What follows belongs to an exercise in optimizing a design on an open flow for small area, a short achievable clock period and few clock cycles per item; a production flow would make more cautious choices.
Where RTL was checked, it was by simulation tests only, not by an equivalence proof against the original.

==> flow/design.v <==
`default_nettype none
module mul_div_unit (
   input  logic        clk,
   input  logic        reset,
   input  logic        req_valid,
   input  logic        req_op,
   input  logic        req_in_1_signed,
   input  logic        req_in_2_signed,
   input  logic        req_out_sel,
   input  logic [31:0] req_in_1,
   input  logic [31:0] req_in_2,
   output logic        req_ready,
   output logic        resp_valid,
   output logic [31:0] resp_result
);
   localparam logic [1:0] PH_STEP = 2'd0;
   localparam logic [1:0] PH_F1   = 2'd1;
   localparam logic [1:0] PH_F2   = 2'd2;
   localparam logic [1:0] PH_F3   = 2'd3;
   logic        busy_q;
   logic [1:0]  ph_q;
   logic [4:0]  cnt_q;
   logic        op_q;       
   logic        sel_q;      
   logic        fa_q;       
   logic        bx_q;       
   logic        nr_q;       
   logic        lead_q;     
   logic        ys1_q, ys2_q, yneg_q, cin_q;
   logic [33:0] acc_q;
   logic [31:0] lo_q;
   logic [31:0] b_q;
   logic        ys1_d, ys2_d, yneg_d, cin_d;
   logic [33:0] acc_d;
   logic [31:0] lo_d;
   logic [31:0] b_d;
   logic [1:0]  ph_d;
   logic        done;
   logic        acc_force;
   logic [4:0]  cnt_d;
   logic        lead_d;
   logic        skip;
   function automatic logic [2:0] booth(input logic [2:0] w);
      booth[0] = w[1] ^ w[0];                        
      booth[1] = (w[2] ^ w[1]) & ~(w[1] ^ w[0]);     
      booth[2] = w[2] & ~(w[1] & w[0]);              
   endfunction
   logic [34:0] bext, ymag, y, x, s;
   logic [35:0] sum;
   logic        q;
   assign bext = {{3{bx_q}}, b_q};
   assign ymag = ({35{ys1_q}} & bext) | ({35{ys2_q}} & {bext[33:0], 1'b0});
   assign y    = ymag ^ {35{yneg_q}};
   assign x    = {acc_q[33], acc_q};
   assign sum  = {x, 1'b1} + {y, cin_q};
   assign s    = sum[35:1];
   assign q    = (s[34] == fa_q);
   logic       step, last, in_a_neg, in_b_neg;
   logic [2:0] bd_in, bd_lo;
   assign step     = (ph_q == PH_STEP);
   assign last     = step & (cnt_q == 5'd0);
   assign in_a_neg = req_in_1_signed & req_in_1[31];
   assign in_b_neg = req_in_1_signed & req_in_2[31];
   assign bd_in    = booth({req_in_1[1:0], 1'b0});
   assign bd_lo    = booth(lo_q[3:1]);
   logic zero_acc;
   assign zero_acc = (acc_q == 34'd0);
   logic [31:0] dlen;       
   logic [33:0] vmag;
   always_comb begin
      dlen[31] = b_q[31] ^ bx_q;
      for (int j = 30; j >= 0; j--) dlen[j] = dlen[j+1] | (b_q[j] ^ bx_q);
   end
   assign vmag = acc_q ^ {34{fa_q}};
   assign skip = lead_q & (cnt_q[4:2] != 3'd0) & dlen[3] & (vmag[33:28] == 6'd0) &
                 ((vmag[27:0] & ~dlen[31:4]) == 28'd0);
   always_comb begin
      ph_d      = ph_q;
      cnt_d     = cnt_q - 5'd1;
      lead_d    = 1'b0;
      done      = 1'b0;
      ys1_d     = 1'b0;
      ys2_d     = 1'b0;
      yneg_d    = 1'b0;
      cin_d     = 1'b0;
      acc_force = 1'b0;
      b_d       = b_q;
      acc_d     = s[33:0];
      lo_d      = s[31:0];
      case (ph_q)
         PH_STEP: begin
            if (!op_q) begin
               acc_d = {s[34], s[34:2]};
               lo_d  = {s[1:0], lo_q[31:2]};
               {yneg_d, ys2_d, ys1_d} = bd_lo;
               cin_d = bd_lo[2];
            end else if (skip) begin
               acc_d     = {acc_q[29:0], lo_q[30:27]};
               lo_d      = {lo_q[27:0], 4'd0};
               cnt_d     = cnt_q - 5'd4;
               lead_d    = 1'b1;
               ys1_d     = 1'b1;
               yneg_d    = (fa_q == bx_q);
               cin_d     = (fa_q == bx_q);
            end else begin
               acc_d  = {s[32:0], lo_q[30]};
               lo_d   = {lo_q[30:0], q};
               ys1_d  = 1'b1;
               yneg_d = (s[34] == bx_q);
               cin_d  = (s[34] == bx_q);
            end
            if (last) begin
               ys2_d  = 1'b0;
               ph_d   = PH_F1;
               if (!op_q) begin
                  ys1_d  = fa_q;
                  yneg_d = 1'b0;
                  cin_d  = 1'b0;
                  done   = ~sel_q;
               end else begin
                  acc_d  = s[33:0];
                  ys1_d  = s[34];
                  yneg_d = s[34] & bx_q;
                  cin_d  = s[34] & bx_q;
                  done   = ~sel_q & ~fa_q & ~nr_q;
               end
            end
         end
         PH_F1: begin
            if (!op_q) begin
               done = 1'b1;
            end else if (sel_q) begin
               done = ~fa_q;
               ph_d = PH_F2;
            end else begin
               b_d = lo_q;
               if (fa_q) begin
                  ph_d = PH_F2;
               end else begin
                  ph_d      = PH_F3;
                  acc_force = 1'b1;
                  ys1_d     = 1'b1;
                  yneg_d    = nr_q;
                  cin_d     = nr_q;
               end
            end
         end
         PH_F2: begin
            ph_d = PH_F3;
            if (sel_q) begin
               ys1_d  = ~zero_acc;
               yneg_d = ~zero_acc & ~bx_q;
               cin_d  = ~zero_acc & ~bx_q;
            end else begin
               acc_force = 1'b1;
               ys1_d     = 1'b1;
               yneg_d    = nr_q;
               cin_d     = nr_q ^ zero_acc;
            end
         end
         default: begin
            done = 1'b1;
         end
      endcase
   end
   always_ff @(posedge clk) begin
      if (reset) begin
         busy_q     <= 1'b0;
         resp_valid <= 1'b0;
      end else if (!busy_q) begin
         busy_q     <= req_valid;
         resp_valid <= 1'b0;
      end else begin
         busy_q     <= ~done;
         resp_valid <= done;
      end
   end
   always_ff @(posedge clk) begin
      if (!busy_q) begin
         ph_q   <= PH_STEP;
         cnt_q  <= req_op ? 5'd31 : 5'd15;
         op_q   <= req_op;
         sel_q  <= req_out_sel;
         fa_q   <= req_op ? in_a_neg : (~req_in_1_signed & req_in_1[31]);
         bx_q   <= (req_op ? req_in_1_signed : req_in_2_signed) & req_in_2[31];
         nr_q   <= (in_a_neg ^ in_b_neg) & (req_in_2 != 32'd0);
         lead_q <= req_op & (req_in_2 != 32'd0);
         if (req_op) begin
            ys1_q  <= 1'b1;
            ys2_q  <= 1'b0;
            yneg_q <= ~(in_a_neg ^ in_b_neg);
            cin_q  <= ~(in_a_neg ^ in_b_neg);
         end else begin
            {yneg_q, ys2_q, ys1_q} <= bd_in;
            cin_q  <= bd_in[2];
         end
         acc_q  <= {{33{req_op & in_a_neg}}, req_op & req_in_1[31]};
         lo_q   <= req_in_1;
         b_q    <= req_in_2;
      end else begin
         ph_q   <= ph_d;
         cnt_q  <= cnt_d;
         lead_q <= lead_d;
         ys1_q  <= ys1_d;
         ys2_q  <= ys2_d;
         yneg_q <= yneg_d;
         cin_q  <= cin_d;
         acc_q  <= acc_force ? 34'd0 : acc_d;
         lo_q   <= lo_d;
         b_q    <= b_d;
      end
   end
   assign req_ready   = ~busy_q;
   assign resp_result = lo_q;
endmodule
`default_nettype wire
Settings: LEC_CHECK=0, ABC_AREA=1, CAP_MARGIN=20, CORE_MARGIN=2, CORE_UTILIZATION=40, CTS_BUF_LIST=sky130_fd_sc_hd__clkbuf_8, SETUP_SLACK_MARGIN=3.0, SLEW_MARGIN=20; clock period 6.5 ns.
run.sh (not shown) runs the stock make flow with config.mk's settings and CLKGATE_MAP_FILE= SYNTH_SCRIPT=/design/flow/synth_recipe.tcl, a recipe that flattens the netlist after the stock synthesis.
==> next run, changes <==
--- a/flow/design.v
+++ b/flow/design.v
@@ -26,12 +26,14 @@
    logic        bx_q;       
    logic        nr_q;       
    logic        lead_q;     
    logic        ys1_q, ys2_q, yneg_q, cin_q;
+   logic        zs1_q, zs2_q, zneg_q;        
    logic [33:0] acc_q;
    logic [31:0] lo_q;
    logic [31:0] b_q;
    logic        ys1_d, ys2_d, yneg_d, cin_d;
+   logic        zs1_d, zs2_d, zneg_d;
    logic [33:0] acc_d;
    logic [31:0] lo_d;
    logic [31:0] b_d;
    logic [1:0]  ph_d;
@@ -44,26 +46,33 @@
       booth[0] = w[1] ^ w[0];                        
       booth[1] = (w[2] ^ w[1]) & ~(w[1] ^ w[0]);     
       booth[2] = w[2] & ~(w[1] & w[0]);              
    endfunction
-   logic [34:0] bext, ymag, y, x, s;
-   logic [35:0] sum;
+   logic [34:0] bext, ymag, zmag, y, z;
+   logic [36:0] x, y37, z37, cs_s, cs_c, s;
    logic        q;
    assign bext = {{3{bx_q}}, b_q};
    assign ymag = ({35{ys1_q}} & bext) | ({35{ys2_q}} & {bext[33:0], 1'b0});
+   assign zmag = ({35{zs1_q}} & bext) | ({35{zs2_q}} & {bext[33:0], 1'b0});
    assign y    = ymag ^ {35{yneg_q}};
-   assign x    = {acc_q[33], acc_q};
-   assign sum  = {x, 1'b1} + {y, cin_q};
-   assign s    = sum[35:1];
+   assign z    = zmag ^ {35{zneg_q}};
+   assign x    = {{3{acc_q[33]}}, acc_q};
+   assign y37  = {{2{y[34]}}, y};
+   assign z37  = {z, zneg_q, cin_q};
+   assign cs_s = x ^ y37 ^ z37;
+   assign cs_c = {(x[35:0] & y37[35:0]) | (x[35:0] & z37[35:0]) | (y37[35:0] & z37[35:0]), zneg_q};
+   assign s    = cs_s + cs_c + {36'd0, zneg_q};
    assign q    = (s[34] == fa_q);
    logic       step, last, in_a_neg, in_b_neg;
-   logic [2:0] bd_in, bd_lo;
+   logic [2:0] bd_in, bd_lo, bd_in2, bd_lo2;
    assign step     = (ph_q == PH_STEP);
    assign last     = step & (cnt_q == 5'd0);
    assign in_a_neg = req_in_1_signed & req_in_1[31];
    assign in_b_neg = req_in_1_signed & req_in_2[31];
    assign bd_in    = booth({req_in_1[1:0], 1'b0});
-   assign bd_lo    = booth(lo_q[3:1]);
+   assign bd_in2   = booth(req_in_1[3:1]);
+   assign bd_lo    = booth(lo_q[5:3]);
+   assign bd_lo2   = booth(lo_q[7:5]);
    logic zero_acc;
    assign zero_acc = (acc_q == 34'd0);
    logic [31:0] dlen;       
    logic [33:0] vmag;
@@ -82,19 +91,23 @@
       ys1_d     = 1'b0;
       ys2_d     = 1'b0;
       yneg_d    = 1'b0;
       cin_d     = 1'b0;
+      zs1_d     = 1'b0;
+      zs2_d     = 1'b0;
+      zneg_d    = 1'b0;
       acc_force = 1'b0;
       b_d       = b_q;
       acc_d     = s[33:0];
       lo_d      = s[31:0];
       case (ph_q)
          PH_STEP: begin
             if (!op_q) begin
-               acc_d = {s[34], s[34:2]};
-               lo_d  = {s[1:0], lo_q[31:2]};
+               acc_d = {s[36], s[36:4]};
+               lo_d  = {s[3:0], lo_q[31:4]};
                {yneg_d, ys2_d, ys1_d} = bd_lo;
                cin_d = bd_lo[2];
+               {zneg_d, zs2_d, zs1_d} = bd_lo2;
             end else if (skip) begin
                acc_d     = {acc_q[29:0], lo_q[30:27]};
                lo_d      = {lo_q[27:0], 4'd0};
                cnt_d     = cnt_q - 5'd4;
@@ -110,8 +123,11 @@
                cin_d  = (s[34] == bx_q);
             end
             if (last) begin
                ys2_d  = 1'b0;
+               zs1_d  = 1'b0;
+               zs2_d  = 1'b0;
+               zneg_d = 1'b0;
                ph_d   = PH_F1;
                if (!op_q) begin
                   ys1_d  = fa_q;
                   yneg_d = 1'b0;
@@ -177,9 +193,9 @@
    end
    always_ff @(posedge clk) begin
       if (!busy_q) begin
          ph_q   <= PH_STEP;
-         cnt_q  <= req_op ? 5'd31 : 5'd15;
+         cnt_q  <= req_op ? 5'd31 : 5'd7;
          op_q   <= req_op;
          sel_q  <= req_out_sel;
          fa_q   <= req_op ? in_a_neg : (~req_in_1_signed & req_in_1[31]);
          bx_q   <= (req_op ? req_in_1_signed : req_in_2_signed) & req_in_2[31];
@@ -189,11 +205,13 @@
             ys1_q  <= 1'b1;
             ys2_q  <= 1'b0;
             yneg_q <= ~(in_a_neg ^ in_b_neg);
             cin_q  <= ~(in_a_neg ^ in_b_neg);
+            {zneg_q, zs2_q, zs1_q} <= 3'b000;
          end else begin
             {yneg_q, ys2_q, ys1_q} <= bd_in;
             cin_q  <= bd_in[2];
+            {zneg_q, zs2_q, zs1_q} <= bd_in2;
          end
          acc_q  <= {{33{req_op & in_a_neg}}, req_op & req_in_1[31]};
          lo_q   <= req_in_1;
          b_q    <= req_in_2;
@@ -204,8 +222,11 @@
          ys1_q  <= ys1_d;
          ys2_q  <= ys2_d;
          yneg_q <= yneg_d;
          cin_q  <= cin_d;
+         zs1_q  <= zs1_d;
+         zs2_q  <= zs2_d;
+         zneg_q <= zneg_d;
          acc_q  <= acc_force ? 34'd0 : acc_d;
          lo_q   <= lo_d;
          b_q    <= b_d;
       end
Final area came out higher by 32%.
Clock-buffer cell count came out higher by 1.
Synthesized area grows by 19%.
Setup slack gets worse by 0.35 ns.
Via count increases by 21%.
Final cell count is higher by 18%.
Synthesized cell count rose by 16%.
Testbench counts after the change, summed over its fixed seeds: cycles 32,397, items 2,400.
Function not checked in the first run of this note: the RTL went through the layout flow alone.

[port drivers added, routing unchanged]
The results above use ideal ports. As a check the final layouts listed here were re-extracted and re-timed, cells and wires unchanged. Step 1, drivers: a clkbuf_16 drives clk and a buf_2 each remaining input, both assumed. Step 2 also shifts input and output timing later by t, the mid clock arrival at the registers, as if the neighbouring blocks saw the same clock. Three values: no drivers, after step 1, after step 2; two values: the first two.
run | t (ns) | setup WS [ns] | hold slack, ns | worst setup path at the end | slew at the worst register clock pin (ns)
the first run | 0.496 | 2.977 / 2.977 / 2.977 | 0.507 / 0.507 / 0.507 | register to register | 0.08 / 0.08
the second run | 0.517 | 2.626 / 2.626 / 2.626 | 0.490 / 0.490 / 0.490 | register to register | 0.09 / 0.09
After both steps setup and hold are still met in every run listed.
